This is an optimization exercise on Yosys and OpenROAD, whose aim is small area, a short achievable clock period and few clock cycles, not a production implementation. At most, simulation tests tie the RTL to the original design; equivalence was not proved. For runs 1 and 6, only the layout was checked, not whether the RTL still works. Power figures rest on the tool's default switching activity, not on a simulated workload. The flow treats the clock pin as an ideal source, which a real chip does not have.

`flow/design.v`:
```
package b3sd_pkg;
   localparam int MAX_WIDTH = 128;
   localparam int MAX_ROWS  = 1024;
   localparam int MIN_DIM   = 3;
   localparam int PIX_W   = 5;
   localparam int COL_W   = $clog2(MAX_WIDTH);
   localparam int ROW_W   = $clog2(MAX_ROWS);
   localparam int RW_W    = 8;
   localparam int FR_W    = 11;
   localparam int LVL_W   = 5;
   localparam int SUM_W   = 9;
   localparam int THR_W   = 10;
   localparam int CSR_IDX_W  = 2;
   localparam int CSR_DATA_W = 11;
   localparam int NINE = 9;
   localparam logic [CSR_IDX_W-1:0] REG_ROW_WIDTH  = 2'd0;
   localparam logic [CSR_IDX_W-1:0] REG_FRAME_ROWS = 2'd1;
   localparam logic [CSR_IDX_W-1:0] REG_STAR_LEVEL = 2'd2;
   localparam logic [RW_W-1:0]  ROW_WIDTH_RST  = 8'd80;
   localparam logic [FR_W-1:0]  FRAME_ROWS_RST = 11'd20;
   localparam logic [LVL_W-1:0] STAR_LEVEL_RST = 5'd10;
   typedef struct packed {
      logic [PIX_W-1:0] top;
      logic [PIX_W-1:0] mid;
   } line_word_type;
   typedef struct packed {
      logic             en;
      logic [COL_W-1:0] addr;
      line_word_type    data;
   } line_wr_type;
endpackage
module b3sd_line_ram (
   input  logic                         clock,
   input  logic                         wr_en,
   input  logic [b3sd_pkg::PIX_W-1:0]   wr_pixel,
   output logic [2*b3sd_pkg::PIX_W-1:0] rd_data,
   output logic [2*b3sd_pkg::PIX_W-1:0] nx_data
);
   localparam int PIX_W  = b3sd_pkg::PIX_W;
   localparam int WORD_W = 2 * PIX_W;
   localparam int SLOTS  = b3sd_pkg::MAX_WIDTH;
   logic [WORD_W-1:0] slot [SLOTS];
   always_ff @(posedge clock) begin
      slot[0] <= wr_en ? {slot[SLOTS-1][PIX_W-1:0], wr_pixel} : slot[SLOTS-1];
   end
   for (genvar i = 1; i < SLOTS; i++) begin : g_slot
      always_ff @(posedge clock) begin
         slot[i] <= slot[i-1];
      end
   end
   assign rd_data = slot[SLOTS-1];
   assign nx_data = slot[SLOTS-2];
endmodule
module box3x3_star_detect_top (
   input  logic                           clock,
   input  logic                           reset,
   input  logic                           req_valid,
   output logic                           req_ready,
   input  logic [b3sd_pkg::PIX_W-1:0]     req_pixel,
   output logic                           rsp_valid,
   input  logic                           rsp_ready,
   output logic                           rsp_star,
   output logic                           rsp_end_of_row,
   output logic                           rsp_end_of_frame,
   input  logic                           csr_valid,
   output logic                           csr_ready,
   input  logic [b3sd_pkg::CSR_IDX_W-1:0] csr_index,
   input  logic [b3sd_pkg::CSR_DATA_W-1:0] csr_data
);
   localparam int PIX_W  = b3sd_pkg::PIX_W;
   localparam int LVL_W  = b3sd_pkg::LVL_W;
   localparam int VS_W   = 7;    
   localparam int QDEPTH = 4;    
   localparam int CAP    = 4;    
   function automatic logic [10:0] inc11(input logic [10:0] x);
      logic [10:0] p;
      p = x;
      for (int d = 1; d < 11; d = d * 2) begin
         for (int i = 10; i >= d; i--) begin
            p[i] = p[i] & p[i-d];
         end
      end
      inc11 = x ^ {p[9:0], 1'b1};
   endfunction
   function automatic logic [10:0] dec11(input logic [10:0] x);
      logic [10:0] p;
      p = ~x;
      for (int d = 1; d < 11; d = d * 2) begin
         for (int i = 10; i >= d; i--) begin
            p[i] = p[i] & p[i-d];
         end
      end
      dec11 = x ^ {p[9:0], 1'b1};
   endfunction
   function automatic logic carry10(input logic [9:0] a, input logic [9:0] b);
      logic [9:0] g, p;
      g = a & b;
      p = a ^ b;
      for (int d = 1; d < 10; d = d * 2) begin
         for (int i = 9; i >= d; i--) begin
            g[i] = g[i] | (p[i] & g[i-d]);
            p[i] = p[i] & p[i-d];
         end
      end
      carry10 = g[9];
   endfunction
   function automatic logic [6:0] add7(input logic [6:0] a, input logic [6:0] b);
      logic [6:0] g, p, h;
      g = a & b;
      p = a ^ b;
      h = p;
      for (int d = 1; d < 7; d = d * 2) begin
         for (int i = 6; i >= d; i--) begin
            g[i] = g[i] | (p[i] & g[i-d]);
            p[i] = p[i] & p[i-d];
         end
      end
      add7 = h ^ {g[5:0], 1'b0};
   endfunction
   function automatic logic [7:0] add8(input logic [7:0] a, input logic [7:0] b);
      logic [7:0] g, p, h;
      g = a & b;
      p = a ^ b;
      h = p;
      for (int d = 1; d < 8; d = d * 2) begin
         for (int i = 7; i >= d; i--) begin
            g[i] = g[i] | (p[i] & g[i-d]);
            p[i] = p[i] & p[i-d];
         end
      end
      add8 = h ^ {g[6:0], 1'b0};
   endfunction
   logic [6:0]       wm1_ff;     
   logic [9:0]       hm1_ff;     
   logic [LVL_W-1:0] lvl_ff;
   logic [6:0]       wm1_in;
   logic [9:0]       hm1_in;
   logic [10:0]      data_dec;
   logic                            csr_v_q;
   logic [b3sd_pkg::CSR_IDX_W-1:0]  csr_idx_q;
   logic [b3sd_pkg::CSR_DATA_W-1:0] csr_data_q;
   assign csr_ready = 1'b1;
   always_ff @(posedge clock) begin
      csr_v_q    <= csr_valid && !reset;
      csr_idx_q  <= csr_index;
      csr_data_q <= csr_data;
   end
   assign data_dec  = dec11(csr_data_q);
   always_comb begin
      if (csr_data_q[7:0] < 8'd3) begin
         wm1_in = 7'd2;
      end else if (csr_data_q[7:0] > 8'd128) begin
         wm1_in = 7'd127;
      end else begin
         wm1_in = data_dec[6:0];
      end
      if (csr_data_q < 11'd3) begin
         hm1_in = 10'd2;
      end else if (csr_data_q > 11'd1024) begin
         hm1_in = 10'd1023;
      end else begin
         hm1_in = data_dec[9:0];
      end
   end
   always_ff @(posedge clock) begin
      if (reset) begin
         wm1_ff <= 7'd79;
         hm1_ff <= 10'd19;
         lvl_ff <= LVL_W'(10);
      end else if (csr_v_q) begin
         case (csr_idx_q)
            b3sd_pkg::REG_ROW_WIDTH:  wm1_ff <= wm1_in;
            b3sd_pkg::REG_FRAME_ROWS: hm1_ff <= hm1_in;
            b3sd_pkg::REG_STAR_LEVEL: lvl_ff <= csr_data_q[LVL_W-1:0];
            default: ;
         endcase
      end
   end
   logic        rdy_ff;
   logic        accept;
   logic [7:0]  c1_ff;       
   logic [10:0] r1_ff;       
   logic        lc_ff;       
   logic        lr_ff;       
   logic        c1_ge, c1_eq, r1_ge, r1_eq;
   logic        org_ff;      
   logic [6:0]  due_ff;      
   logic        interior;
   logic [10:0] c1_inc_w, due_inc_w;
   logic [7:0]  c1_inc;
   logic [10:0] r1_inc;
   logic [2*PIX_W-1:0] rd_word, nx_word;
   assign accept    = req_valid && rdy_ff;
   assign interior  = (c1_ff >= 8'd3) && (r1_ff >= 11'd3);
   assign c1_ge     = c1_ff >= {1'b0, wm1_ff};
   assign c1_eq     = c1_ff == {1'b0, wm1_ff};
   assign r1_ge     = r1_ff >= {1'b0, hm1_ff};
   assign r1_eq     = r1_ff == {1'b0, hm1_ff};
   assign c1_inc_w  = inc11({3'b0, c1_ff});
   assign c1_inc    = c1_inc_w[7:0];
   assign r1_inc    = inc11(r1_ff);
   assign due_inc_w = inc11({4'b0, due_ff});
   always_ff @(posedge clock) begin
      if (reset) begin
         c1_ff <= 8'd1;
         r1_ff <= 11'd1;
      end else if (accept) begin
         if (lc_ff) begin
            c1_ff <= 8'd1;
            r1_ff <= lr_ff ? 11'd1 : r1_inc;
         end else begin
            c1_ff <= c1_inc;
         end
      end
   end
   always_ff @(posedge clock) begin
      if (reset) begin
         lc_ff  <= 1'b0;
         lr_ff  <= 1'b0;
         org_ff <= 1'b1;
      end else if (accept) begin
         lc_ff  <= !lc_ff && c1_ge;
         lr_ff  <= lc_ff ? (!lr_ff && r1_ge) : lr_ff;
         org_ff <= lc_ff && lr_ff;
      end else begin
         lc_ff  <= c1_ge && !c1_eq;
         lr_ff  <= r1_ge && !r1_eq;
      end
   end
   always_ff @(posedge clock) begin
      due_ff <= (accept && org_ff) ? 7'd3 : due_inc_w[6:0];
   end
   b3sd_line_ram u_line_ram (
      .clock    (clock),
      .wr_en    (accept),
      .wr_pixel (req_pixel),
      .rd_data  (rd_word),
      .nx_data  (nx_word)
   );
   logic             s1_v, s1_r, s1_eor, s1_eof;
   logic [VS_W-1:0]  s1_vs;
   logic [VS_W-1:0]  v1_ff;    
   logic [7:0]       p_ff;     
   logic [9:0]       k_lvl;
   logic [10:0]      st_s, st_c;
   logic             star;
   logic [5:0] tm_ff;
   logic [6:0] tm_w;
   assign tm_w = add7(7'(nx_word[2*PIX_W-1:PIX_W]), 7'(nx_word[PIX_W-1:0]));
   always_ff @(posedge clock) begin
      tm_ff <= tm_w[5:0];
   end
   always_ff @(posedge clock) begin
      s1_v   <= accept;
      s1_r   <= accept && interior && !reset;
      s1_eor <= lc_ff;
      s1_eof <= lc_ff && lr_ff;
      s1_vs  <= add7(7'(tm_ff), 7'(req_pixel));
   end
   always_ff @(posedge clock) begin
      if (s1_v) begin
         v1_ff <= s1_vs;
         p_ff  <= add8({1'b0, s1_vs}, {1'b0, v1_ff});
      end
   end
   always_comb begin
      case (lvl_ff)
         5'd0: k_lvl = 10'd1015;
         5'd1: k_lvl = 10'd1006;
         5'd2: k_lvl = 10'd997;
         5'd3: k_lvl = 10'd988;
         5'd4: k_lvl = 10'd979;
         5'd5: k_lvl = 10'd970;
         5'd6: k_lvl = 10'd961;
         5'd7: k_lvl = 10'd952;
         5'd8: k_lvl = 10'd943;
         5'd9: k_lvl = 10'd934;
         5'd10: k_lvl = 10'd925;
         5'd11: k_lvl = 10'd916;
         5'd12: k_lvl = 10'd907;
         5'd13: k_lvl = 10'd898;
         5'd14: k_lvl = 10'd889;
         5'd15: k_lvl = 10'd880;
         5'd16: k_lvl = 10'd871;
         5'd17: k_lvl = 10'd862;
         5'd18: k_lvl = 10'd853;
         5'd19: k_lvl = 10'd844;
         5'd20: k_lvl = 10'd835;
         5'd21: k_lvl = 10'd826;
         5'd22: k_lvl = 10'd817;
         5'd23: k_lvl = 10'd808;
         5'd24: k_lvl = 10'd799;
         5'd25: k_lvl = 10'd790;
         5'd26: k_lvl = 10'd781;
         5'd27: k_lvl = 10'd772;
         5'd28: k_lvl = 10'd763;
         5'd29: k_lvl = 10'd754;
         5'd30: k_lvl = 10'd745;
         5'd31: k_lvl = 10'd736;
         default: k_lvl = 10'd1015;
      endcase
   end
   assign st_s = 11'(s1_vs) ^ 11'(p_ff) ^ 11'(k_lvl);
   assign st_c = {(10'(s1_vs) & 10'(p_ff)) | (10'(s1_vs) & k_lvl) | (10'(p_ff) & k_lvl), 1'b0};
   assign star = st_s[10] ^ st_c[10] ^ carry10(st_s[9:0], st_c[9:0]);
   logic s2_r, s2_star, s2_eor, s2_eof;
   always_ff @(posedge clock) begin
      s2_r    <= s1_r && !reset;
      s2_star <= star;
      s2_eor  <= s1_eor;
      s2_eof  <= s1_eof;
   end
   logic [QDEPTH-1:0] qv_ff;                  
   logic [2:0]        qe_ff [QDEPTH];
   logic              ov_ff;                  
   logic [2:0]        oc_ff;                  
   logic [2:0]        oc_in;
   logic [QDEPTH-1:0] sv;
   logic [2:0]        se [QDEPTH];
   logic [2:0]        res_w;
   logic              pop, push;
   logic [QDEPTH-1:0] wh;
   assign res_w = {s2_star, s2_eor, s2_eof};
   assign pop   = qv_ff[0] && rsp_ready;
   assign push  = s2_r;
   always_comb begin
      for (int i = 0; i < QDEPTH; i++) begin
         if (i == QDEPTH - 1) begin
            sv[i] = pop ? 1'b0 : qv_ff[i];
            se[i] = qe_ff[i];
         end else begin
            sv[i] = pop ? qv_ff[i+1] : qv_ff[i];
            se[i] = pop ? qe_ff[i+1] : qe_ff[i];
         end
         wh[i] = push && !sv[i] && ((i == 0) || sv[(i == 0) ? 0 : i-1]);
      end
   end
   always_ff @(posedge clock) begin
      for (int i = 0; i < QDEPTH; i++) begin
         qe_ff[i] <= wh[i] ? res_w : se[i];
      end
   end
   always_comb begin
      if (pop) begin
         oc_in = (push && !qv_ff[1]) ? res_w : qe_ff[1];
      end else begin
         oc_in = (push && !qv_ff[0]) ? res_w : qe_ff[0];
      end
   end
   always_ff @(posedge clock) begin
      oc_ff <= oc_in;
   end
   always_ff @(posedge clock) begin
      if (reset) begin
         qv_ff <= '0;
         ov_ff <= 1'b0;
      end else begin
         qv_ff <= sv | wh;
         ov_ff <= pop ? (qv_ff[1] || push) : (qv_ff[0] || push);
      end
   end
   logic [CAP-1:0] cr_ff;
   logic [CAP-1:0] cr_in;
   logic           add_tok;
   logic           rdy_out_ff;    
   logic           due_a, due_n, due, rdy_in;
   assign add_tok = accept && interior;
   always_comb begin
      if (add_tok && !pop) begin
         cr_in = {1'b0, cr_ff[CAP-1:1]};
      end else if (!add_tok && pop) begin
         cr_in = {cr_ff[CAP-2:0], 1'b1};
      end else begin
         cr_in = cr_ff;
      end
   end
   assign due_a  = !lc_ff || lr_ff || c1_ff[7];
   assign due_n  = org_ff || (due_ff == c1_ff[6:0]);
   assign due    = accept ? due_a : due_n;
   assign rdy_in = cr_in[0] && due && !csr_valid && !csr_v_q;
   always_ff @(posedge clock) begin
      if (reset) begin
         cr_ff      <= '1;
         rdy_ff     <= 1'b1;
         rdy_out_ff <= 1'b1;
      end else begin
         cr_ff      <= cr_in;
         rdy_ff     <= rdy_in;
         rdy_out_ff <= accept ? (cr_in[0] && due_a && !(csr_valid || csr_v_q))
                              : (cr_in[0] && due_n && !(csr_valid || csr_v_q));
      end
   end
   assign req_ready        = rdy_out_ff;
   assign rsp_valid        = ov_ff;
   assign rsp_star         = oc_ff[2];
   assign rsp_end_of_row   = oc_ff[1];
   assign rsp_end_of_frame = oc_ff[0];
endmodule
```
`flow/flow/run.sh`:
```
#!/bin/bash
# Standard layout with plain buffers on the ports and no CTS dummy loads.
set -euo pipefail
export BUFFER_PORTS_ARGS="-buffer_cell sky130_fd_sc_hd__buf_2"
export CTS_ARGS="-sink_clustering_enable -repair_clock_nets -dont_use_dummy_load -sink_clustering_size 30 -sink_clustering_max_diameter 100"
bash standard.sh > standard.log 2>&1
```
`flow/standard.sh`:
```
#!/bin/bash
# synth_recipe.tcl (not shown) runs the flow's synth.tcl, then flattens the netlist and writes it again
# the make line also repeats each setting of config.mk as NAME=value (left out here)
make -C /OpenROAD-flow-scripts/flow DESIGN_CONFIG=/design/flow/config.mk WORK_HOME=/design/flow/orfs CLKGATE_MAP_FILE= SYNTH_SCRIPT=/design/flow/synth_recipe.tcl "${@:-finish}"
```
`flow/config.mk`:
```
export PLATFORM = sky130hd
export DESIGN_NAME = box3x3_star_detect_top
export DESIGN_NICKNAME = box3x3_star_detect_top
export VERILOG_FILES = /design/flow/design.v
export SDC_FILE = /design/flow/constraint.sdc
export NUM_CORES = 4
export LEC_CHECK = 0
export CAP_MARGIN = 20
export CORE_MARGIN = 2
export CORE_UTILIZATION = 70
export CTS_CLUSTER_DIAMETER = 100
export CTS_CLUSTER_SIZE = 30
export SETUP_SLACK_MARGIN = 3.2
export SLEW_MARGIN = 20
```
`flow/constraint.sdc`:
```
create_clock -name core_clock -period 5.5 [get_ports {clock}]
set_input_delay 1.1000 -clock core_clock [delete_from_list [all_inputs] [get_ports {clock}]]
set_output_delay 1.1000 -clock core_clock [all_outputs]
set_load 0.01 [all_outputs]
```
==> implementation parameters, run 1 <==
Parameter                              Value

Pwr
  Power density cells    442 nW/um^2
  Cell leakage power    14.0 nW
  Worst vdd rail ir drop    416 uV

Finish
  Synthesis-to-layout area growth    6.70%
  Layout cells sized above 1    under 10%
  Count of antenna diodes in the layout    0
  Net count, final    2106

Die
  Die area    around 48000 sq um
  Die Wd    219 um
  Starting density of the core    70.9%
  Boundary pin count    29
  Height of the die    219 um
  Area of the core region    about 45000 sq um
  Row cnt    78

Global route
  Largest net degree at the start of global routing    34
  All-layer global routing usage    19.2%
  Global-route wire length before repair    71700 um
  Number of antenna violations at the first check in global routing    2
  Vias in the first global route    13200
  Overall overflow remaining after global route    0

Clock tree
  Deepest level of the CTS H-tree    2
  Clk sinks    ~1400
  Number of buffers on the longest clock path    3
  Number of buffers created by CTS    between 50 and 60
  Clock latency on the worst-skew pair    0.63 ns
  Clock root cell    clkbuf_16
  Clock tree from TritonCTS    built
  Hold buffers post-CTS    0
  Clock input transition at the sequential cells of the worst setup and hold paths    between 0.1 and 0.15 ns

Setup path
  Crit Path Class    reg -> out
  Stages on the worst setup path    1
  Reg2Reg Capture Point    s2_star
  Buffering stage count on the worst path with inverters included    1
  Cell class contributing the biggest share of worst-path delay    flip-flops
  Data arrival time of the critical path    1.14 ns
  Crit end category    output port
  Launch point of the critical path    qv_ff[0]
  Maximum fanout along the worst path    6
  List of cells traversed by the critical path    buf_2
  Worst reg-to-reg path cell count    6
  Launching point of the worst reg2reg path    p_ff[3]
  Cell with the biggest individual delay on the critical path    dfxtp_2
  Setup crit start kind    flip-flop
  Minimum setup slack among reg-to-reg paths    ~3.4 ns
  Critical path destination    rsp_valid
  Largest stage delay on the critical path    0.41 ns
  Required arrival time at the worst endpoint    4.40 ns

STA
  Slew HR    52.8%
  Final period utilization    40.7%
  Minimum clock period after layout    ~2.2 ns
  Setup total negative slack    0 ns
  Setup slack after layout    3.26 ns
  Maximum clock skew at final layout    0.0700 ns
  Finish-stage setup viols    0
  Number of slew-limit violations in the final report    0
  Final-report hold violation count    0
  Transition time at the pin with the least slew margin    0.706 ns
  Setup repair after global routing missed its margin    no
  Fmax    between 400 and 500 MHz
  Min Hold Slack    0.266 ns

Logic synthesis
  Seq cells post-synth    about 1400
  Warning count from the yosys run    5
  Async set-reset flop share out of synthesis    0%
  Number of nets in the synthesized netlist    between 2000 and 2500
  Share of the yosys chip area belonging to registers    88.6%
  Count of mapped cells out of synthesis    1949
  Netlist cell types    64
  Post-synthesis instance area    32300 sq um
  Primary FF master, synth    dfxtp_1
  EDFF count, synth    27
  Post-Synthesis Mean Instance Area    between 15 and 20 sq um

Run status
  Run status  timing/DRC/antenna clean

Detailed routing
  1st-iter DRT viols    640
  Post-route DRC violation count    0
  Detailed-routing iteration count for the pre-antenna-repair pass    5
  Post-DRT Antenna Nets    0
  Via density per instance    4.76
  Total Wirelength    43500 um
  Via count    approximately 12000
  Routed wire length per instance    16.7 um

Worst hold path
  Kind of path behind the tightest hold check    reg -> reg

Placement
  PortBufs    27
  Final weighted congestion in routability-driven placement    roughly 0.8
  Post-placement worst setup slack    2.48 ns
  Detailed placement HPWL    ~22000 um

Job
  Count of maximum capacitance violations    0
[per-stage QoR]
step,power (mW),std cells,instance area [sq um],utilization [%]
after CTS,15.3,2613,34400,75.7
after global routing,15.7,2613,34400,75.7
after global placement,10.9,2560,33100,72.7
after floorplan,10.9,1949,32300,-
final,15.2,2613,34400,75.7
after detailed placement,10.9,2560,33100,72.7
[where the power goes]
part	switching (mW)	internal, mW	total (mW)
combinational	0.109	0.0945	0.203
sequential	0.0826	10.4	10.5
clock	2.77	1.74	4.51
total	2.96	12.3	15.2
[how the worst min path moves through the flow]
stage | from | end | slack [ns] | depth (start not counted)
2_1_floorplan | s1_eof | s2_eof | 0.31 | 0
4_1_cts | u_line_ram.slot[116][1] | u_line_ram.slot[117][1] | 0.27 | 0
3_3_place_gp | u_line_ram.slot[73][4] | u_line_ram.slot[74][4] | 0.31 | 0
5_1_grt | u_line_ram.slot[56][6] | u_line_ram.slot[57][6] | 0.27 | 0
6_report | u_line_ram.slot[56][6] | u_line_ram.slot[57][6] | 0.27 | 0
3_5_place_dp | u_line_ram.slot[115][4] | u_line_ram.slot[116][4] | 0.31 | 0
[logic make-up (layout without fill, tap and decap cells)]
group	Yosys count	after routing	synth area share, %
compound gates	132	132	2.69
xor+xnor	46	46	1.25
fa+ha+maj	69	69	2.88
buf+inv	70	134	0.861
flops	1415	1415	88.6
mux	11	11	0.442
other cells	1	1	0.0116
simple gates	205	205	3.23
[worst register-to-register path: cells and delay by family (launching register included)]
family          cells  cell delay, ns
compound gates      4            0.77
fa+ha+maj           2            0.79
flops               1            0.40
[registers in the layout, summed over array words and instances (netlist names), 8 cells and up]
| signal | flops |
|---|---|
| u_line_ram.slot | 1280 |
| qe_ff | 12 |
| csr_data_q | 11 |
| r1_ff | 11 |
| hm1_ff | 10 |
| k_lvl | 9 |
| c1_ff | 8 |
| p_ff | 8 |
[cells in the mapped netlist (all sizes together), types with 16 or more instances]
master | count | area share (%)
xor2 | 21 | 0.57
nor2 | 40 | 0.47
o21ai | 27 | 0.47
inv | 54 | 0.63
a21o | 18 | 0.42
dfxtp | 1388 | 86
xnor2 | 25 | 0.68
nand3 | 16 | 0.26
edfxtp | 27 | 2.5
nand2 | 76 | 0.90
ha | 59 | 2.3
a21oi | 43 | 0.67
[cells in the final DEF (no fill, tap or decap), types with 3 or more instances in the layout]
master | synthesis | final
fa_1 | 9 | 9
or2_2 | 4 | 4
nand3_1 | 15 | 15
nor3b_1 | 3 | 3
a21o_1 | 18 | 18
mux2_2 | 6 | 6
clkbuf_16 | 0 | 53
a211o_1 | 7 | 7
edfxtp_1 | 27 | 27
o21bai_1 | 3 | 3
xnor2_1 | 25 | 25
nor4_1 | 4 | 3
a22o_1 | 6 | 6
a211oi_1 | 3 | 3
nor2_1 | 40 | 40
xor2_1 | 21 | 21
dfxtp_1 | 1388 | 1387
o21ai_0 | 23 | 21
ha_1 | 59 | 59
o21ai_1 | 2 | 4
a31oi_1 | 3 | 3
mux2i_1 | 3 | 3
and2_1 | 4 | 4
nor2b_1 | 8 | 8
a2111oi_0 | 4 | 4
and3_1 | 8 | 8
nor3_1 | 7 | 7
inv_1 | 52 | 52
buf_2 | 3 | 26
nand2b_1 | 6 | 6
a21oi_1 | 43 | 42
a221o_1 | 4 | 4
o211ai_1 | 5 | 5
and4b_1 | 3 | 3
nand4_1 | 8 | 8
nand2_1 | 74 | 73
nand3b_1 | 6 | 6
[layer usage]
layer / wire length (um) / track usage (%)
met4: 845 / 4.95
met2: 20000 / 31.0
met3: 1250 / 2.62
met1: 21400 / 27.8
met5: 0 / 0
[area by class of cell]
type,instances,area (sq um)
clock buffer,53,1330
fill,2468,11100
inverter,54,205
multi-input combinational,464,3400
sequential,1415,28600
tap,600,751
timing repair buffer,27,138
[what timing repair did]
item / 4_1_cts / 5_1_grt
endpoints found under the setup margin: 3 / 3
gates resized for setup: 3 / 4
setup buffers: 0 / 0
==> run 2: changes to the inputs <==
--- a/flow/design.v
+++ b/flow/design.v
@@ -314,3 +314,3 @@
    logic [2:0]        qe_ff [QDEPTH];
-   logic              ov_ff;                  
+   logic              ovn_ff;                 
    logic [2:0]        oc_ff;                  
@@ -354,7 +354,7 @@
       if (reset) begin
-         qv_ff <= '0;
-         ov_ff <= 1'b0;
+         qv_ff  <= '0;
+         ovn_ff <= 1'b1;
       end else begin
          qv_ff <= sv | wh;
-         ov_ff <= pop ? (qv_ff[1] || push) : (qv_ff[0] || push);
+         ovn_ff <= !(sv[0] || wh[0]);
       end
@@ -393,3 +393,3 @@
    assign req_ready        = rdy_out_ff;
-   assign rsp_valid        = ov_ff;
+   assign rsp_valid        = !ovn_ff;
    assign rsp_star         = oc_ff[2];
==> implementation parameters, run 2 <==
Parameter                              Value

Setup path
  Maximum fanout along the worst path    1 (-5)
  Buffering stage count on the worst path with inverters included    2 (+1)
  Data arrival time of the critical path    1.09 ns (-0.05 ns)
  Crit end category    output port
  Setup crit start kind    flip-flop
  List of cells traversed by the critical path    inv_1 > buf_2
  Required arrival time at the worst endpoint    4.40 ns (about the same)
  Largest stage delay on the critical path    0.34 ns (-0.07 ns)
  Cell class contributing the biggest share of worst-path delay    flip-flops
  Crit Path Class    reg -> out
  Cell with the biggest individual delay on the critical path    dfxtp_1

Clock tree
  Clock tree from TritonCTS    built
  Number of buffers created by CTS    53 (unchanged)
  Clock root cell    clkbuf_16
  Number of buffers on the longest clock path    3 (unchanged)
  Clock latency on the worst-skew pair    0.64 ns (about the same)
  Clock input transition at the sequential cells of the worst setup and hold paths    0.11 ns (about the same)
  Deepest level of the CTS H-tree    2 (unchanged)
  Clk sinks    1416 (+0.071%)
  Hold buffers post-CTS    0 (unchanged)

Detailed routing
  1st-iter DRT viols    699 (+9.2%)
  Met3 Wirelength    1360 um (+8.9%)
  Top Layer Used    met4
  Routed wire length per instance    17.9 um (+7.6%)
  Post-route DRC violation count    0 (unchanged)
  Detailed-routing wirelength on met1    21700 um (+1.6%)
  Via count    12700 (+1.8%)
  Via density per instance    4.84 (+1.7%)
  Detailed-routing iteration count for the pre-antenna-repair pass    4 (-1)
  Total Wirelength    46900 um (+7.7%)
  Met2 wire length    22600 um (+13%)
  Post-DRT Antenna Nets    0 (unchanged)

Job
  Count of maximum capacitance violations    0 (unchanged)

STA
  Finish-stage setup viols    0 (unchanged)
  Final-report hold violation count    0 (unchanged)
  Slew HR    52.2% (-0.65 points)
  Transition time at the pin with the least slew margin    0.716 ns (+0.00970 ns)
  Setup total negative slack    0 ns (unchanged)
  Fmax    457 MHz (+2.2%)
  Setup repair after global routing missed its margin    yes
  Final period utilization    39.8% (-0.88 points)
  Number of slew-limit violations in the final report    0 (unchanged)
  Maximum clock skew at final layout    0.0626 ns (-0.00741 ns)
  Minimum clock period after layout    2.19 ns (-0.0486 ns)

Finish
  Flip-flop count of the largest register after layout    1280 (unchanged)
  Final instance area    34500 sq um (about the same)
  Synthesis-to-layout area growth    6.65% (about the same)
  Most used cells in the layout excluding fill and tap cells    dfxtp_1 (1389), nand2_1 (73), ha_1 (59), inv_1 (55), clkbuf_16 (53)
  Number of cells in the finished layout apart from fillers    2616 (+0.11%)
  Net count, final    2109 (+0.14%)
  Count of antenna diodes in the layout    0 (unchanged)
  Most frequent standard cell in the layout excluding fill and tap cells    dfxtp_1
  Reg with most FFs    u_line_ram.slot
  Largest regs    u_line_ram.slot (1280), qe_ff (12)
  Layout cells sized above 1    5.41% (+0.091 points)

Logic synthesis
  Most used standard cell by instance count after synthesis    dfxtp_1
  Async set-reset flop share out of synthesis    0% (unchanged)
  Simple-gate share of the synthesized area    3.25% (+0.015 points)
  EDFF count, synth    27 (unchanged)
  Seq cells post-synth    1416 (+0.071%)
  Commonest cells post-synth    dfxtp_1 (1389), nand2_1 (74), ha_1 (59)
  Post-synthesis instance area    32300 sq um (+0.13%)
  Number of nets in the synthesized netlist    2043 (+0.15%)
  Share of cell area taken by muxes after synthesis    0.442% (-0.00058 points)
  Share of the yosys chip area belonging to registers    88.6% (about the same)
  Primary FF master, synth    dfxtp_1
  Ranking of synthesized cells by area    dfxtp_1 (86%), edfxtp_1 (2.5%), ha_1 (2.3%), nand2_1 (0.86%), xnor2_1 (0.65%)
  Compound-gate portion of the synthesized area    2.63% (-0.058 points)
  Combinational family with the most area after synthesis    simple AND/OR/NAND/NOR gates
  Post-Synthesis Mean Instance Area    16.5 sq um (about the same)
  Cell type with the largest total area after synthesis    dfxtp_1
  Synthesized-area fraction occupied by xor and xnor cells    1.27% (+0.025 points)
  Netlist cell types    69 (+7.8%)
  Area share of the leading cell type in the synthesized netlist    86.1% (about the same)
  Warning count from the yosys run    5 (unchanged)
  Area share of fa/ha/maj cells after synthesis    2.87% (-0.0038 points)
  Count of mapped cells out of synthesis    1952 (+0.15%)

Pwr
  Power density cells    444 nW/um^2 (+0.40%)
  Cell leakage power    14.0 nW (about the same)
  Worst vdd rail ir drop    389 uV (-6.5%)

Worst hold path
  Kind of path behind the tightest hold check    reg -> reg

Global route
  Overall overflow remaining after global route    0 (unchanged)
  All-layer global routing usage    20.6% (+1.4 points)
  Number of antenna violations at the first check in global routing    1 (-1)
  Largest net degree at the start of global routing    34 (unchanged)
  Vias in the first global route    13500 (+2.7%)
  Global-route wire length before repair    75600 um (+5.5%)

Run status
  Run status  timing/DRC/antenna clean

Die
  Height of the die    219 um (about the same)
  Starting density of the core    71.0% (+0.094 points)
  Row cnt    78 (unchanged)
  Die area    47900 sq um (+0.13%)
  Boundary pin count    29 (unchanged)
  Area of the core region    45500 sq um (unchanged)
  Die Wd    219 um (about the same)

Placement
  PortBufs    27 (unchanged)
  Post-Place Cells    2563 (+0.12%)
  Final weighted congestion in routability-driven placement    0.808 (+1.8%)
  Cell area after placement    33100 sq um (about the same)
  Detailed placement HPWL    22700 um (+5.2%)
[run 2: stage by stage]
| stage | power [mW] | hold WS (ns) | setup slack, ns | utilization, % |
|---|---|---|---|---|
| after floorplan | 10.9 | 0.310 | 3.21 | - |
| after global placement | 10.9 | 0.310 | 2.59 | 72.8 |
| after detailed placement | 10.9 | 0.312 | 2.46 | 72.8 |
| after CTS | 15.4 | 0.271 | 3.24 | 75.7 |
| after global routing | 15.8 | 0.262 | 3.17 | 75.8 |
| final | 15.3 | 0.271 | 3.31 | 75.8 |
[run 2: path summary, 6_finish.rpt]
check	slack [ns]	cells after the start	end	startpoint
hold / removal	0.27	0	u_line_ram.slot[60][5]	u_line_ram.slot[59][5]
setup / recovery	3.31	2	rsp_valid	ovn_ff
setup reg to reg	3.42	9	rdy_ff	c1_ff[0]
hold reg to reg	0.27	0	u_line_ram.slot[60][5]	u_line_ram.slot[59][5]
[run 2: area by class of cell]
type	instances	area, sq um
tap	600	751
multi-input combinational	463	3410
clock buffer	53	1330
inverter	57	214
sequential	1416	28600
timing repair buffer	27	138
fill	2441	11000
[run 2: timing repair]
action | in CTS | in global routing
cloned | 0 | 0
setup buffers | 0 | 0
setup endpoints to repair | 3 | 6
gates resized for setup | 1 | 5
[run 2: routing by layer]
metal	track usage, %	vias to the layer above
met5	0	-
met4	5.92	0
met3	2.86	85
met2	34.6	148
met1	28.3	6102
li1	-	6321
[run 2: power breakdown]
group	internal (mW)	switching (mW)
registers	10.4	0.0866
logic	0.0933	0.107
clock network	1.74	2.83
[run 2: cell families after synthesis]
group	count (synthesis)
buffers and inverters	73
DFF	1416
adders and majority gates	69
muxes	11
xor gates and xnor gates	47
AOI/OAI and AO/OA	127
other	1
and+or+nand+nor	208
Testbench counts of run 2, summed over its fixed seeds: cycles 49,192.
==> run 3: changes to the inputs <==
--- a/flow/config.mk
+++ b/flow/config.mk
@@ -10,4 +10,3 @@
 export CORE_UTILIZATION = 70
-export CTS_CLUSTER_DIAMETER = 100
-export CTS_CLUSTER_SIZE = 30
+export PLACE_DENSITY = 0.72
 export SETUP_SLACK_MARGIN = 3.2
==> implementation parameters, run 3 <==
Parameter                              Value

STA
  Number of slew-limit violations in the final report    0 (unchanged)
  Setup total negative slack    0 ns (unchanged)
  Minimum clock period after layout    2.18 ns (-0.00854 ns)
  Setup repair after global routing missed its margin    no
  Finish-stage setup viols    0 (unchanged)
  Final-report hold violation count    0 (unchanged)
  Transition time at the pin with the least slew margin    0.630 ns (-0.0863 ns)
  Setup slack after layout    3.32 ns (+0.00854 ns)
  Slew HR    58.0% (+5.8 points)
  Fmax    459 MHz (+0.39%)
  Maximum clock skew at final layout    0.0496 ns (-0.0129 ns)
  Final period utilization    39.6% (-0.16 points)

Logic synthesis
  Area share of the leading cell type in the synthesized netlist    86.1% (unchanged)
  Warning count from the yosys run    5 (unchanged)
  Most used standard cell by instance count after synthesis    dfxtp_1
  Primary FF master, synth    dfxtp_1
  Commonest cells post-synth    dfxtp_1 (1389), nand2_1 (74), ha_1 (59)
  Post-synthesis instance area    32300 sq um (unchanged)
  Count of mapped cells out of synthesis    1952 (unchanged)
  Netlist cell types    69 (unchanged)
  Share of the yosys chip area belonging to registers    88.6% (unchanged)
  Cell type with the largest total area after synthesis    dfxtp_1
  Async set-reset flop share out of synthesis    0% (unchanged)
  Seq cells post-synth    1416 (unchanged)
  Number of nets in the synthesized netlist    2043 (unchanged)
  Post-Synthesis Mean Instance Area    16.5 sq um (unchanged)
  Ranking of synthesized cells by area    dfxtp_1 (86%), edfxtp_1 (2.5%), ha_1 (2.3%), nand2_1 (0.86%), xnor2_1 (0.65%)
  EDFF count, synth    27 (unchanged)

Placement
  PortBufs    27 (unchanged)
  Post-placement worst setup slack    2.50 ns (+0.0368 ns)
  Detailed placement HPWL    23600 um (+4.2%)
  Final weighted congestion in routability-driven placement    0.820 (+1.5%)

Die
  Area of the core region    45500 sq um (unchanged)
  Height of the die    219 um (unchanged)
  Die Wd    219 um (unchanged)
  Boundary pin count    29 (unchanged)
  Die area    47900 sq um (unchanged)
  Starting density of the core    71.0% (unchanged)
  Row cnt    78 (unchanged)

Pwr
  Net Sw Frac    19.7% (-0.054 points)
  Internal power consumption    12.3 mW (about the same)
  Clock share of power    29.8% (about the same)
  Power density cells    444 nW/um^2 (about the same)
  Sw power    3.02 mW (-0.33%)
  Seq pwr share    68.8% (about the same)
  Cell leakage power    14.0 nW (about the same)
  Worst vdd rail ir drop    384 uV (-1.5%)
  Fraction of power consumed by combinational cells    1.3% (about the same)

Detailed routing
  Post-DRT Antenna Nets    0 (unchanged)
  1st-iter DRT viols    739 (+5.7%)
  Total Wirelength    47400 um (+1.1%)
  Detailed-routing iteration count for the pre-antenna-repair pass    5 (+1)
  Post-route DRC violation count    0 (unchanged)
  Via count    12700 (+0.49%)
  Via density per instance    4.86 (+0.45%)
  Routed wire length per instance    18.1 um (+1.0%)

Setup path
  Crit Path Class    reg -> out
  Setup crit start kind    flip-flop
  Required arrival time at the worst endpoint    4.40 ns (about the same)
  List of cells traversed by the critical path    inv_1 > buf_2
  Launch point of the critical path    ovn_ff
  Data arrival time of the critical path    1.08 ns (about the same)
  Launching point of the worst reg2reg path    c1_ff[0]
  Maximum fanout along the worst path    1 (unchanged)
  Cell class contributing the biggest share of worst-path delay    flip-flops
  Crit end category    output port
  Cell with the biggest individual delay on the critical path    dfxtp_1
  Buffering stage count on the worst path with inverters included    2 (unchanged)
  Largest stage delay on the critical path    0.33 ns (about the same)

Finish
  Most used cells in the layout excluding fill and tap cells    dfxtp_1 (1389), nand2_1 (73), ha_1 (59), inv_1 (55), clkbuf_16 (53)
  Most frequent standard cell in the layout excluding fill and tap cells    dfxtp_1
  Reg with most FFs    u_line_ram.slot
  Largest regs    u_line_ram.slot (1280), qe_ff (12)
  Synthesis-to-layout area growth    6.64% (about the same)
  Total area of sequential cells    28600 sq um (unchanged)
  Multi-input logic area    3400 sq um (-0.11%)
  Flip-flop count of the largest register after layout    1280 (unchanged)
  Filler instances    2439 (-0.082%)
  Layout cells sized above 1    5.36% (-0.050 points)
  Net count, final    2109 (unchanged)

Global route
  Vias in the first global route    13700 (+1.4%)
  Overall overflow remaining after global route    0 (unchanged)
  Global-route wire length before repair    76400 um (+1.1%)
  Number of antenna violations at the first check in global routing    2 (+1)
  All-layer global routing usage    20.9% (+0.30 points)
  Largest net degree at the start of global routing    34 (unchanged)

Clock tree
  Deepest level of the CTS H-tree    2 (unchanged)
  # Post-CTS Setup Buffers    0 (unchanged)
  Clock root cell    clkbuf_16
  Clk sinks    1416 (unchanged)
  Hold buffers post-CTS    0 (unchanged)
  Clock tree from TritonCTS    built
  Clock latency on the worst-skew pair    0.64 ns (about the same)
  Clock input transition at the sequential cells of the worst setup and hold paths    0.11 ns (about the same)
  Number of buffers on the longest clock path    3 (unchanged)
  Number of buffers created by CTS    53 (unchanged)

Worst hold path
  Kind of path behind the tightest hold check    reg -> reg
  Critical hold path startpoint    u_line_ram.slot[8][9]

Job
  Count of maximum capacitance violations    0 (unchanged)

Run status
  Run status  timing/DRC/antenna clean
[run 3: cell counts after synthesis]
Identical to the previous run, type by type.
[run 3: metrics by stage]
stage	power (mW)	cell area [sq um]	cells	util, %	hold slack (ns)
floorplan	10.9	32300	1952	-	0.310
global placement	10.9	33100	2563	72.8	0.310
detailed placement	10.9	33100	2563	72.8	0.312
CTS	15.4	34400	2616	75.7	0.292
global route	15.7	34500	2617	75.8	0.295
finish	15.3	34500	2617	75.8	0.298
[run 3: worst paths after layout]
check	slack (ns)	end	depth (start not counted)
worst max-delay path	3.32	rsp_valid	2
worst min-delay path	0.30	u_line_ram.slot[9][9]	0
worst max register to register	3.42	rdy_ff	9
worst min register to register	0.30	u_line_ram.slot[9][9]	0
[run 3: timing repair]
item / CTS / global route
cloned: 0 / 0
endpoints found under the setup margin: 2 / 4
pin swaps: 0 / 0
gates resized for setup: 1 / 4
[run 3: worst reg2reg max path, delay by kind of cell, from the launching register on]
kind / cells / cell delay [ns]
AO/OA/AOI/OAI: 4 / 0.66
adder cells (fa/ha/maj): 2 / 0.53
buffers and inverters: 1 / 0.07
flip-flops: 1 / 0.41
AND/OR/NAND/NOR: 2 / 0.36
[run 3: layer usage]
metal | up-vias | share of wire, % | global-route usage, %
met5 | - | 0 | 0
met4 | 0 | 2.4 | 5.81
met3 | 75 | 3.0 | 3.22
met2 | 171 | 48 | 34.9
met1 | 6159 | 46 | 28.7
li1 | 6313 | - | -
[run 3: logic make-up (layout without fill, tap and decap cells)]
kind of cell	after synthesis	after routing	synth area share [%]
AO/OA/AOI/OAI	127	127	2.63
XOR/XNOR	47	47	1.27
flip-flops	1416	1416	88.6
buffers and inverters	73	137	0.937
adder cells (fa/ha/maj)	69	69	2.87
multiplexers	11	11	0.442
other	1	2	0.0116
AND/OR/NAND/NOR	208	208	3.25
[run 3: cell type report]
cell class / count / area share, %
sequential: 1416 / 83.1
antenna: 1 / 0.00726
inverter: 57 / 0.621
timing repair buffer: 27 / 0.400
clock buffer: 53 / 3.85
multi-input combinational: 463 / 9.88
tap: 600 / 2.18
[run 3: power groups by stage]
stage	sequential (mW)	clock (mW)	combinational, mW
floorplan	10.7	0	0.155
global placement	10.7	0	0.189
detailed placement	10.7	0	0.197
CTS	10.5	4.66	0.204
global route	10.5	4.95	0.229
finish	10.5	4.56	0.204
==> run 4: changes to the inputs <==
--- a/flow/config.mk
+++ b/flow/config.mk
@@ -10,3 +10,3 @@
 export CORE_UTILIZATION = 70
-export PLACE_DENSITY = 0.72
+export GPL_TIMING_DRIVEN = 1
 export SETUP_SLACK_MARGIN = 3.2
==> implementation parameters, run 4 <==
Parameter                              Value

Logic synthesis
  Area share of the leading cell type in the synthesized netlist    86.1% (unchanged)
  Ranking of synthesized cells by area    dfxtp_1 (86%), edfxtp_1 (2.5%), ha_1 (2.3%), nand2_1 (0.86%), xnor2_1 (0.65%)
  Post-synthesis instance area    32300 sq um (unchanged)
  Netlist cell types    69 (unchanged)
  Post-Synthesis Mean Instance Area    16.5 sq um (unchanged)
  Warning count from the yosys run    5 (unchanged)
  Most used standard cell by instance count after synthesis    dfxtp_1
  Number of nets in the synthesized netlist    2043 (unchanged)
  Async set-reset flop share out of synthesis    0% (unchanged)
  Primary FF master, synth    dfxtp_1
  Count of mapped cells out of synthesis    1952 (unchanged)
  Commonest cells post-synth    dfxtp_1 (1389), nand2_1 (74), ha_1 (59)
  Cell type with the largest total area after synthesis    dfxtp_1
  Share of the yosys chip area belonging to registers    88.6% (unchanged)
  Seq cells post-synth    1416 (unchanged)
  EDFF count, synth    27 (unchanged)

STA
  Slew HR    52.2% (-5.8 points)
  Transition time at the pin with the least slew margin    0.716 ns (+0.0863 ns)
  Maximum clock skew at final layout    0.0626 ns (+0.0129 ns)
  Setup total negative slack    0 ns (unchanged)
  Minimum clock period after layout    2.19 ns (+0.00854 ns)
  Final-report hold violation count    0 (unchanged)
  Fmax    457 MHz (-0.39%)
  Finish-stage setup viols    0 (unchanged)
  Setup repair after global routing missed its margin    yes
  Final period utilization    39.8% (+0.16 points)
  Number of slew-limit violations in the final report    0 (unchanged)

Setup path
  Crit Path Class    reg -> out
  Maximum fanout along the worst path    1 (unchanged)
  Crit end category    output port
  Worst reg-to-reg path cell count    9 (unchanged)
  Required arrival time at the worst endpoint    4.40 ns (about the same)
  Data arrival time of the critical path    1.09 ns (about the same)
  Setup crit start kind    flip-flop

Finish
  Reg with most FFs    u_line_ram.slot
  Flip-flop count of the largest register after layout    1280 (unchanged)
  Layout cells sized above 1    5.41% (+0.050 points)
  Synthesis-to-layout area growth    6.65% (about the same)
  Number of cells in the finished layout apart from fillers    2616 (-0.038%)
  Count of antenna diodes in the layout    0 (-1)
  Largest regs    u_line_ram.slot (1280), qe_ff (12)
  Most used cells in the layout excluding fill and tap cells    dfxtp_1 (1389), nand2_1 (73), ha_1 (59), inv_1 (55), clkbuf_16 (53)
  Most frequent standard cell in the layout excluding fill and tap cells    dfxtp_1
  Net count, final    2109 (unchanged)

Detailed routing
  Routed wire length per instance    17.9 um (-1.0%)
  Post-route DRC violation count    0 (unchanged)
  Via density per instance    4.84 (-0.45%)
  Detailed-routing iteration count for the pre-antenna-repair pass    4 (-1)
  Via count    12700 (-0.49%)
  Post-DRT Antenna Nets    0 (unchanged)
  Total Wirelength    46900 um (-1.1%)
  1st-iter DRT viols    699 (-5.4%)

Die
  Height of the die    219 um (unchanged)
  Boundary pin count    29 (unchanged)
  Starting density of the core    71.0% (unchanged)
  Row cnt    78 (unchanged)
  Area of the core region    45500 sq um (unchanged)
  Die Wd    219 um (unchanged)
  Die area    47900 sq um (unchanged)

Worst hold path
  Kind of path behind the tightest hold check    reg -> reg
  Depth of the worst hold-timing path    0 (unchanged)

Placement
  Final weighted congestion in routability-driven placement    0.808 (-1.4%)
  Post-Place Cells    2563 (unchanged)
  PortBufs    27 (unchanged)
  Detailed placement HPWL    22700 um (-4.0%)

Clock tree
  Number of buffers on the longest clock path    3 (unchanged)
  Clock tree from TritonCTS    built
  Clock latency on the worst-skew pair    0.64 ns (about the same)
  Number of buffers created by CTS    53 (unchanged)
  Deepest level of the CTS H-tree    2 (unchanged)
  Clock input transition at the sequential cells of the worst setup and hold paths    0.11 ns (about the same)
  # Post-CTS Setup Buffers    0 (unchanged)
  Clk sinks    1416 (unchanged)
  Clock root cell    clkbuf_16

Global route
  All-layer global routing usage    20.6% (-0.30 points)
  Largest net degree at the start of global routing    34 (unchanged)
  Global-route wire length before repair    75600 um (-1.1%)
  Vias in the first global route    13500 (-1.4%)
  Number of antenna violations at the first check in global routing    1 (-1)
  Overall overflow remaining after global route    0 (unchanged)

Pwr
  Fraction of power consumed by combinational cells    1.3% (about the same)
  Cell leakage power    14.0 nW (about the same)
  Power consumption    15.3 mW (about the same)
  Clock share of power    29.9% (about the same)
  Sw power    3.03 mW (+0.33%)
  Power density cells    444 nW/um^2 (about the same)
  Seq pwr share    68.8% (about the same)
  Net Sw Frac    19.8% (+0.054 points)
  Internal power consumption    12.3 mW (about the same)
  Worst vdd rail ir drop    389 uV (+1.5%)

Run status
  Run status  timing/DRC/antenna clean

Job
  Count of maximum capacitance violations    0 (unchanged)
==> run 4: cell counts after synthesis <==
Identical to the previous run, type by type.
==> run 4: worst paths after layout <==
check                    startpoint                endpoint  slack, ns
max                          ovn_ff               rsp_valid       3.31
min          u_line_ram.slot[59][5]  u_line_ram.slot[60][5]       0.27
max reg2reg                c1_ff[0]                  rdy_ff       3.42
min reg2reg  u_line_ram.slot[59][5]  u_line_ram.slot[60][5]       0.27
==> run 4: logic make-up (layout without fill, tap and decap cells) <==
kind of cell | Yosys count | count (layout) | share of synthesized area (%)
DFF | 1416 | 1416 | 88.6
and+or+nand+nor | 208 | 208 | 3.25
AOI/OAI and AO/OA | 127 | 127 | 2.63
buffers and inverters | 73 | 137 | 0.937
adders and majority gates | 69 | 69 | 2.87
xor gates and xnor gates | 47 | 47 | 1.27
muxes | 11 | 11 | 0.442
other | 1 | 1 | 0.0116
==> run 4: area by class of cell <==
| type | count | area, sq um |
|---|---|---|
| Clock buffer | 53 | 1330 |
| Fill cell | 2441 | 11000 |
| Inverter | 57 | 214 |
| Multi-Input combinational cell | 463 | 3410 |
| Sequential cell | 1416 | 28600 |
| Tap cell | 600 | 751 |
| Timing Repair Buffer | 27 | 138 |
==> run 4: timing repair <==
item	4_1_cts	5_1_grt
endpoints found under the setup margin	3	6
hold buffers	0	0
gates resized for setup	1	5
==> run 4: layer usage <==
| layer | share of wire [%] | GRT usage, % | routed length [um] | vias up |
|---|---|---|---|---|
| met4 | 2.5 | 5.92 | 1150 | 0 |
| met2 | 48 | 34.6 | 22600 | 148 |
| li1 | - | - | - | 6321 |
| met1 | 46 | 28.3 | 21700 | 6102 |
| met5 | 0 | 0 | 0 | - |
| met3 | 2.9 | 2.86 | 1360 | 85 |
==> run 4: critical path, cell delays in order (launching register included) <==
cell     delay (ns)
dfxtp_1        0.34
inv_1          0.03
buf_2          0.13
==> run 4: through the flow <==
stage          util, %  hold slack (ns)  area [sq um]  setup WS [ns]
2_1_floorplan        -            0.310         32300           3.21
3_5_place_dp      72.8            0.312         33100           2.46
3_3_place_gp      72.8            0.310         33100           2.59
6_report          75.8            0.271         34500           3.31
5_1_grt           75.8            0.262         34500           3.17
4_1_cts           75.7            0.271         34400           3.24
==> run 4: power by group through the flow <==
stage,clock network [mW],registers (mW),logic [mW]
after CTS,4.67,10.5,0.201
after global placement,0,10.7,0.189
after global routing,4.99,10.5,0.230
after detailed placement,0,10.7,0.199
after floorplan,0,10.7,0.155
final,4.57,10.5,0.200
==> run 5: changes to the inputs <==
--- a/flow/config.mk
+++ b/flow/config.mk
@@ -10,4 +10,4 @@
 export CORE_UTILIZATION = 70
-export GPL_TIMING_DRIVEN = 1
-export SETUP_SLACK_MARGIN = 3.2
+export PLACE_DENSITY = 0.72
+export SETUP_SLACK_MARGIN = 3.35
 export SLEW_MARGIN = 20
==> implementation parameters, run 5 <==
Parameter                              Value

Run status
  Run status  timing/DRC/antenna clean

Detailed routing
  Post-DRT Antenna Nets    0 (unchanged)
  Total Wirelength    46800 um (-0.15%)
  Detailed-routing iteration count for the pre-antenna-repair pass    4 (unchanged)
  Detailed-routing wirelength on met1    21700 um (about the same)
  Met2 wire length    22900 um (+1.3%)
  1st-iter DRT viols    719 (+2.9%)
  Via count    12600 (-0.63%)
  Met3 Wirelength    1200 um (-12%)
  Post-route DRC violation count    0 (unchanged)
  Routed wire length per instance    17.9 um (-0.15%)
  Top Layer Used    met4
  Via density per instance    4.81 (-0.63%)

Clock tree
  Clock root cell    clkbuf_16
  Deepest level of the CTS H-tree    2 (unchanged)
  Clk sinks    1416 (unchanged)
  Clock input transition at the sequential cells of the worst setup and hold paths    0.12 ns (about the same)
  Number of buffers on the longest clock path    3 (unchanged)
  Number of buffers created by CTS    53 (unchanged)
  Clock tree from TritonCTS    built
  Clock latency on the worst-skew pair    0.65 ns (about the same)

STA
  Minimum clock period after layout    2.18 ns (-0.00690 ns)
  Fmax    458 MHz (+0.32%)
  Transition time at the pin with the least slew margin    0.614 ns (-0.102 ns)
  Finish-stage setup viols    0 (unchanged)
  Setup repair after global routing missed its margin    yes
  Slew HR    59.0% (+6.8 points)
  Final period utilization    39.7% (-0.13 points)
  Maximum clock skew at final layout    0.0783 ns (+0.0157 ns)
  Setup total negative slack    0 ns (unchanged)
  Number of slew-limit violations in the final report    0 (unchanged)
  Final-report hold violation count    0 (unchanged)

Global route
  All-layer global routing usage    20.6% (+0.038 points)
  Vias in the first global route    13600 (+0.84%)
  Global-route wire length before repair    76000 um (+0.47%)
  Overall overflow remaining after global route    0 (unchanged)
  Largest net degree at the start of global routing    34 (unchanged)
  Number of antenna violations at the first check in global routing    0 (-1)

Placement
  Post-Place Cells    2563 (unchanged)
  Final weighted congestion in routability-driven placement    0.798 (-1.3%)
  Detailed placement HPWL    22500 um (-1.1%)
  PortBufs    27 (unchanged)

Logic synthesis
  Area share of the leading cell type in the synthesized netlist    86.1% (unchanged)
  Warning count from the yosys run    5 (unchanged)
  Seq cells post-synth    1416 (unchanged)
  Count of mapped cells out of synthesis    1952 (unchanged)
  Post-synthesis instance area    32300 sq um (unchanged)
  Ranking of synthesized cells by area    dfxtp_1 (86%), edfxtp_1 (2.5%), ha_1 (2.3%), nand2_1 (0.86%), xnor2_1 (0.65%)
  Netlist cell types    69 (unchanged)
  Share of the yosys chip area belonging to registers    88.6% (unchanged)
  Cell type with the largest total area after synthesis    dfxtp_1
  Post-Synthesis Mean Instance Area    16.5 sq um (unchanged)
  Async set-reset flop share out of synthesis    0% (unchanged)
  EDFF count, synth    27 (unchanged)
  Most used standard cell by instance count after synthesis    dfxtp_1
  Commonest cells post-synth    dfxtp_1 (1389), nand2_1 (74), ha_1 (59)
  Primary FF master, synth    dfxtp_1
  Number of nets in the synthesized netlist    2043 (unchanged)

Setup path
  Maximum fanout along the worst path    1 (unchanged)
  Crit Path Class    reg -> out
  Cell with the biggest individual delay on the critical path    dfxtp_4
  Launch point of the critical path    rdy_out_ff
  Required arrival time at the worst endpoint    4.40 ns (about the same)
  Data arrival time of the critical path    1.08 ns (about the same)
  Largest stage delay on the critical path    0.38 ns (+0.04 ns)
  Setup crit start kind    flip-flop
  Crit end category    output port
  Launching point of the worst reg2reg path    v1_ff[0]
  List of cells traversed by the critical path    buf_6
  Cell class contributing the biggest share of worst-path delay    flip-flops
  Buffering stage count on the worst path with inverters included    1 (-1)

Finish
  Count of antenna diodes in the layout    0 (unchanged)
  Filler instances    2420 (-0.86%)
  Flip-flop count of the largest register after layout    1280 (unchanged)
  Most used cells in the layout excluding fill and tap cells    dfxtp_1 (1383), nand2_1 (72), ha_1 (55), clkbuf_16 (53), inv_1 (51)
  Net count, final    2109 (unchanged)
  Reg with most FFs    u_line_ram.slot
  Largest regs    u_line_ram.slot (1280), qe_ff (12)
  Most frequent standard cell in the layout excluding fill and tap cells    dfxtp_1
  Number of cells in the finished layout apart from fillers    2616 (unchanged)
  Layout cells sized above 1    6.50% (+1.1 points)
  Synthesis-to-layout area growth    7.10%

Pwr
  Power density cells    442 nW/um^2 (-0.47%)
  Cell leakage power    14.0 nW (about the same)
  Worst vdd rail ir drop    384 uV (-1.5%)

Die
  Die Wd    219 um (unchanged)
  Starting density of the core    71.0% (unchanged)
  Boundary pin count    29 (unchanged)
  Die area    47900 sq um (unchanged)
  Row cnt    78 (unchanged)
  Height of the die    219 um (unchanged)
  Area of the core region    45500 sq um (unchanged)

Worst hold path
  Critical hold path startpoint    u_line_ram.slot[124][4]
  Kind of path behind the tightest hold check    reg -> reg

Job
  Count of maximum capacitance violations    0 (unchanged)
## run 5: stage by stage
stage               total power, mW  instance area (sq um)  utilization [%]  hold WS, ns  worst slack, ns
global route                   15.7                  34600             76.1        0.271             3.29
global placement               10.9                  33200             73.0        0.312             2.66
CTS                            15.4                  34500             76.0        0.265             3.29
floorplan                      10.9                  32400                -        0.310             3.31
finish                         15.3                  34600             76.1        0.270             3.32
detailed placement             10.9                  33200             73.0        0.312             2.66
## run 5: what timing repair did
item / CTS / global route
pin swaps: 0 / 1
resized for setup: 9 / 13
endpoints found under the hold margin: 0 / 0
hold buffers: 0 / 0
setup buffers: 0 / 0
setup endpoints to repair: 8 / 9
## run 5: where the power goes
part	leakage [nW]	internal, mW	switching, mW	total [mW]
Clock	0.653	1.74	2.82	4.56
Combinational	1.84	0.0958	0.107	0.203
Sequential	11.5	10.4	0.0866	10.5
## run 5: cells by family after synthesis
kind of cell / after synthesis / synth area share, %
xor gates and xnor gates: 47 / 1.27
and+or+nand+nor: 208 / 3.25
other: 1 / 0.0116
DFF: 1416 / 88.6
muxes: 11 / 0.442
buffers and inverters: 73 / 0.937
adders and majority gates: 69 / 2.87
AOI/OAI and AO/OA: 127 / 2.63
## run 5: path summary, 6_finish.rpt
kind	end	slack, ns	depth (start not counted)
worst max-delay path	req_ready	3.32	1
worst max register to register	p_ff[6]	3.57	8
worst min register to register	u_line_ram.slot[125][4]	0.27	0
worst min-delay path	u_line_ram.slot[125][4]	0.27	0
## run 5: metal layers
layer  track usage (%)  vias to the layer above
met1              28.1                     6040
met3              2.63                       73
met4              5.32                        0
met2              35.3                      146
met5                 0                        -
li1                  -                     6317
## run 5: area by class of cell
| cell class | instances | area [sq um] | share of cell area, % |
|---|---|---|---|
| repair buffers | 27 | 169 | 0.488 |
| flip-flops and latches | 1416 | 28600 | 82.7 |
| clock buffers | 53 | 1330 | 3.83 |
| inverters | 57 | 219 | 0.633 |
| multi-input cells | 463 | 3510 | 10.1 |
| well taps | 600 | 751 | 2.17 |
==> run 6: changes to the inputs <==
--- a/flow/design.v
+++ b/flow/design.v
@@ -314,3 +314,5 @@
    logic [2:0]        qe_ff [QDEPTH];
-   logic              ovn_ff;                 
+   logic              qvn0_ff;                
+   logic              ov_ff;                  
+   logic [QDEPTH-1:0] qv;
    logic [2:0]        oc_ff;                  
@@ -323,3 +325,4 @@
    assign res_w = {s2_star, s2_eor, s2_eof};
-   assign pop   = qv_ff[0] && rsp_ready;
+   assign qv    = {qv_ff[QDEPTH-1:1], !qvn0_ff};
+   assign pop   = qv[0] && rsp_ready;
    assign push  = s2_r;
@@ -328,6 +331,6 @@
          if (i == QDEPTH - 1) begin
-            sv[i] = pop ? 1'b0 : qv_ff[i];
+            sv[i] = pop ? 1'b0 : qv[i];
             se[i] = qe_ff[i];
          end else begin
-            sv[i] = pop ? qv_ff[i+1] : qv_ff[i];
+            sv[i] = pop ? qv[i+1] : qv[i];
             se[i] = pop ? qe_ff[i+1] : qe_ff[i];
@@ -344,5 +347,5 @@
       if (pop) begin
-         oc_in = (push && !qv_ff[1]) ? res_w : qe_ff[1];
+         oc_in = (push && !qv[1]) ? res_w : qe_ff[1];
       end else begin
-         oc_in = (push && !qv_ff[0]) ? res_w : qe_ff[0];
+         oc_in = (push && !qv[0]) ? res_w : qe_ff[0];
       end
@@ -355,6 +358,8 @@
          qv_ff  <= '0;
-         ovn_ff <= 1'b1;
+         qvn0_ff <= 1'b1;
+         ov_ff   <= 1'b0;
       end else begin
          qv_ff <= sv | wh;
-         ovn_ff <= !(sv[0] || wh[0]);
+         qvn0_ff <= !(sv[0] || wh[0]);
+         ov_ff   <= sv[0] || wh[0];
       end
@@ -393,3 +398,3 @@
    assign req_ready        = rdy_out_ff;
-   assign rsp_valid        = !ovn_ff;
+   assign rsp_valid        = ov_ff;
    assign rsp_star         = oc_ff[2];
--- a/flow/config.mk
+++ b/flow/config.mk
@@ -11,3 +11,3 @@
 export PLACE_DENSITY = 0.72
-export SETUP_SLACK_MARGIN = 3.35
+export SETUP_SLACK_MARGIN = 3.2
 export SLEW_MARGIN = 20
==> implementation parameters, run 6 <==
Parameter                              Value

Finish
  Number of cells in the finished layout apart from fillers    2617 (+0.038%)
  Filler instances    2512 (+3.8%)
  Layout cells sized above 1    5.30% (-1.2 points)
  Most frequent standard cell in the layout excluding fill and tap cells    dfxtp_1
  Utilization after layout    75.7% (-0.37 points)
  Net count, final    2110 (+0.047%)
  Most used cells in the layout excluding fill and tap cells    dfxtp_1 (1387), nand2_1 (83), ha_1 (59), inv_1 (53), clkbuf_16 (53)
  Flip-flop count of the largest register after layout    1280 (unchanged)
  Reg with most FFs    u_line_ram.slot
  Largest regs    u_line_ram.slot (1280), qe_ff (12)
  Synthesis-to-layout area growth    6.66%
  Count of antenna diodes in the layout    0 (unchanged)

Setup path
  Maximum fanout along the worst path    1 (unchanged)
  Critical path destination    req_ready
  Minimum setup slack among reg-to-reg paths    3.40 ns (-0.17 ns)
  Stages on the worst setup path    1 (unchanged)
  Crit Path Class    reg -> out
  Cell class contributing the biggest share of worst-path delay    flip-flops
  List of cells traversed by the critical path    buf_2
  Buffering stage count on the worst path with inverters included    1 (unchanged)
  Cell with the biggest individual delay on the critical path    dfxtp_1
  Crit end category    output port
  Reg2Reg Capture Point    rdy_ff
  Largest stage delay on the critical path    0.36 ns (-0.02 ns)
  Worst reg-to-reg path cell count    9 (+1)
  Launch point of the critical path    rdy_out_ff
  Setup crit start kind    flip-flop
  Launching point of the worst reg2reg path    c1_ff[0]
  Required arrival time at the worst endpoint    4.40 ns (about the same)
  Data arrival time of the critical path    1.10 ns (+0.02 ns)

Detailed routing
  Routed wire length per instance    17.3 um (-3.3%)
  Via density per instance    4.82 (+0.17%)
  Met2 wire length    21500 um (-6.3%)
  Post-route DRC violation count    0 (unchanged)
  Post-DRT Antenna Nets    0 (unchanged)
  Detailed-routing iteration count for the pre-antenna-repair pass    5 (+1)
  Detailed-routing wirelength on met1    21600 um (-0.87%)
  Via count    12600 (+0.21%)
  1st-iter DRT viols    752 (+4.6%)
  Top Layer Used    met4
  Total Wirelength    45300 um (-3.3%)
  Met3 Wirelength    1400 um (+17%)

Die
  Row cnt    78 (unchanged)
  Boundary pin count    29 (unchanged)
  Area of the core region    45500 sq um (unchanged)
  Die Wd    219 um (about the same)
  Starting density of the core    71.0% (about the same)
  Height of the die    219 um (about the same)
  Die area    47800 sq um (about the same)

STA
  Finish-stage setup viols    0 (unchanged)
  Fmax    455 MHz (-0.70%)
  Setup total negative slack    0 ns (unchanged)
  Slew HR    53.3% (-5.7 points)
  Final-report hold violation count    0 (unchanged)
  Transition time at the pin with the least slew margin    0.699 ns (+0.0855 ns)
  Setup repair after global routing missed its margin    yes
  Minimum clock period after layout    2.20 ns (+0.0153 ns)
  Final period utilization    39.9% (+0.28 points)
  Number of slew-limit violations in the final report    0 (unchanged)
  Maximum clock skew at final layout    0.0598 ns (-0.0185 ns)

Global route
  Overall overflow remaining after global route    0 (unchanged)
  All-layer global routing usage    19.9% (-0.66 points)
  Vias in the first global route    13300 (-2.6%)
  Largest net degree at the start of global routing    33 (-2.9%)
  Number of antenna violations at the first check in global routing    2 (+2)
  Global-route wire length before repair    73800 um (-2.8%)

Pwr
  Worst vdd rail ir drop    379 uV (-1.3%)
  Power density cells    444 nW/um^2 (+0.47%)
  Cell leakage power    14.0 nW (+0.11%)

Placement
  Post-Place Cells    2564 (+0.039%)
  Final weighted congestion in routability-driven placement    0.796 (-0.25%)
  PortBufs    27 (unchanged)
  Detailed placement HPWL    22400 um (-0.13%)

Logic synthesis
  Ranking of synthesized cells by area    dfxtp_1 (86%), edfxtp_1 (2.5%), ha_1 (2.3%), nand2_1 (0.98%), inv_1 (0.64%)
  Count of mapped cells out of synthesis    1953 (+0.051%)
  Share of the yosys chip area belonging to registers    88.7% (about the same)
  Async set-reset flop share out of synthesis    0% (unchanged)
  Primary FF master, synth    dfxtp_1
  Most used standard cell by instance count after synthesis    dfxtp_1
  Post-Synthesis Mean Instance Area    16.5 sq um (-0.12%)
  Cell type with the largest total area after synthesis    dfxtp_1
  Commonest cells post-synth    dfxtp_1 (1389), nand2_1 (84), ha_1 (59)
  EDFF count, synth    27 (unchanged)
  Warning count from the yosys run    5 (unchanged)
  Netlist cell types    66 (-4.3%)
  Seq cells post-synth    1416 (unchanged)
  Area share of the leading cell type in the synthesized netlist    86.1% (about the same)
  Number of nets in the synthesized netlist    2044 (+0.049%)
  Post-synthesis instance area    32300 sq um (about the same)

Worst hold path
  Critical hold path startpoint    u_line_ram.slot[91][0]
  Kind of path behind the tightest hold check    reg -> reg

Clock tree
  Number of buffers on the longest clock path    3 (unchanged)
  Clock tree from TritonCTS    built
  Clk sinks    1416 (unchanged)
  Deepest level of the CTS H-tree    2 (unchanged)
  Clock input transition at the sequential cells of the worst setup and hold paths    0.12 ns (about the same)
  Number of buffers created by CTS    53 (unchanged)
  Clock root cell    clkbuf_16
  Clock latency on the worst-skew pair    0.64 ns (about the same)

Run status
  Run status  timing/DRC/antenna clean

Job
  Count of maximum capacitance violations    0 (unchanged)
## run 6: changes by cell type in the layout (fill, tap and decap cells not counted), moves of 4 or more
cell      delta
nand2_1     +11
a21oi_1      +6
buf_2        +5
buf_6        -5
a21o_1       -4
a21oi_2      -4
dfxtp_1      +4
ha_1         +4
nand2b_1     +4
nor2_1       -4
o21ai_0      +4
## run 6: layout make-up
class | instances | area [sq um] | area share, %
sequential | 1416 | 28600 | 83.1
multi-input combinational | 465 | 3390 | 9.83
clock buffer | 53 | 1330 | 3.85
tap | 600 | 751 | 2.18
inverter | 56 | 210 | 0.611
timing repair buffer | 27 | 138 | 0.400
## run 6: timing repair
| item | CTS | global route |
|---|---|---|
| cloned | 0 | 0 |
| buffers inserted | 0 | 0 |
| endpoints found under the setup margin | 3 | 5 |
| hold buffers | 0 | 0 |
| resized for setup | 2 | 5 |
## run 6: layer usage
metal  GRT usage, %  up-vias
met5              0        -
met3           2.66       58
met4           4.95        0
met2           32.5      165
li1               -     6319
met1           28.7     6060
## run 6: cell families (layout without fill, tap and decap cells)
logic type                 after synthesis  after routing  synth area share [%]
muxes                                   11             11                 0.442
adders and majority gates               69             69                  2.88
and+or+nand+nor                        212            212                  3.28
DFF                                   1416           1416                  88.7
other                                    1              1                0.0116
buffers and inverters                   72            136                 0.915
xor gates and xnor gates                45             45                  1.22
AOI/OAI and AO/OA                      127            127                  2.60
## run 6: stage by stage
stage | hold WS, ns | total power, mW | area [sq um] | setup slack (ns)
4_1_cts | 0.293 | 15.4 | 34400 | 3.24
6_report | 0.288 | 15.3 | 34400 | 3.30
3_3_place_gp | 0.310 | 10.9 | 33100 | 2.56
5_1_grt | 0.285 | 15.8 | 34400 | 3.17
2_1_floorplan | 0.310 | 10.9 | 32300 | 3.21
3_5_place_dp | 0.312 | 10.9 | 33100 | 2.31
## run 6: how the worst min path moves through the flow
| stage | depth (start not counted) | end | slack (ns) |
|---|---|---|---|
| floorplan | 0 | s2_eof | 0.31 |
| global placement | 0 | u_line_ram.slot[81][9] | 0.31 |
| detailed placement | 0 | u_line_ram.slot[10][1] | 0.31 |
| CTS | 0 | u_line_ram.slot[92][0] | 0.29 |
| global route | 0 | u_line_ram.slot[43][5] | 0.29 |
| finish | 0 | u_line_ram.slot[92][0] | 0.29 |
## run 6: where the power goes
part           switching (mW)  total, mW  internal (mW)
Clock                    2.81       4.55           1.74
Combinational           0.112      0.207         0.0947
Sequential             0.0887       10.5           10.4

static timing again, ports no longer ideal:
How much do the figures lean on ideal ports? The routed layouts below were timed once more, with nothing changed but the port constraints. Step 1 assumes that a clkbuf_16 drives the clock port and a buf_2 every other input. Step 2 times the ports against the registers' clock, not the clock port: input delays grow and output delays shrink by t, the midpoint of the rising clock arrivals with the driver on. Three values: no drivers, after step 1, after step 2; two values: the first two.
| run | t (ns) | slack for setup (ns) | clock arrival spread, ns | cell pins on the clock port's net |
|---|---|---|---|---|
| run 1 | 0.653 | 3.263 / 3.207 / 2.807 | 0.075 / 0.074 | 1 |
| run 2 | 0.670 | 3.312 / 3.253 / 2.777 | 0.066 / 0.066 | 1 |
| run 3 | 0.666 | 3.320 / 3.261 / 2.777 | 0.072 / 0.072 | 1 |
| run 4 | 0.670 | 3.312 / 3.253 / 2.777 | 0.066 / 0.066 | 1 |
| run 5 | 0.672 | 3.318 / 3.261 / 2.820 | 0.086 / 0.086 | 1 |
| run 6 | 0.665 | 3.303 / 3.249 / 2.698 | 0.065 / 0.065 | 1 |
After both steps every run listed still meets setup and hold. For run 6, which loses most, drivers alone change the setup slack by -0.054 ns; drivers and shift together by -0.605 ns.
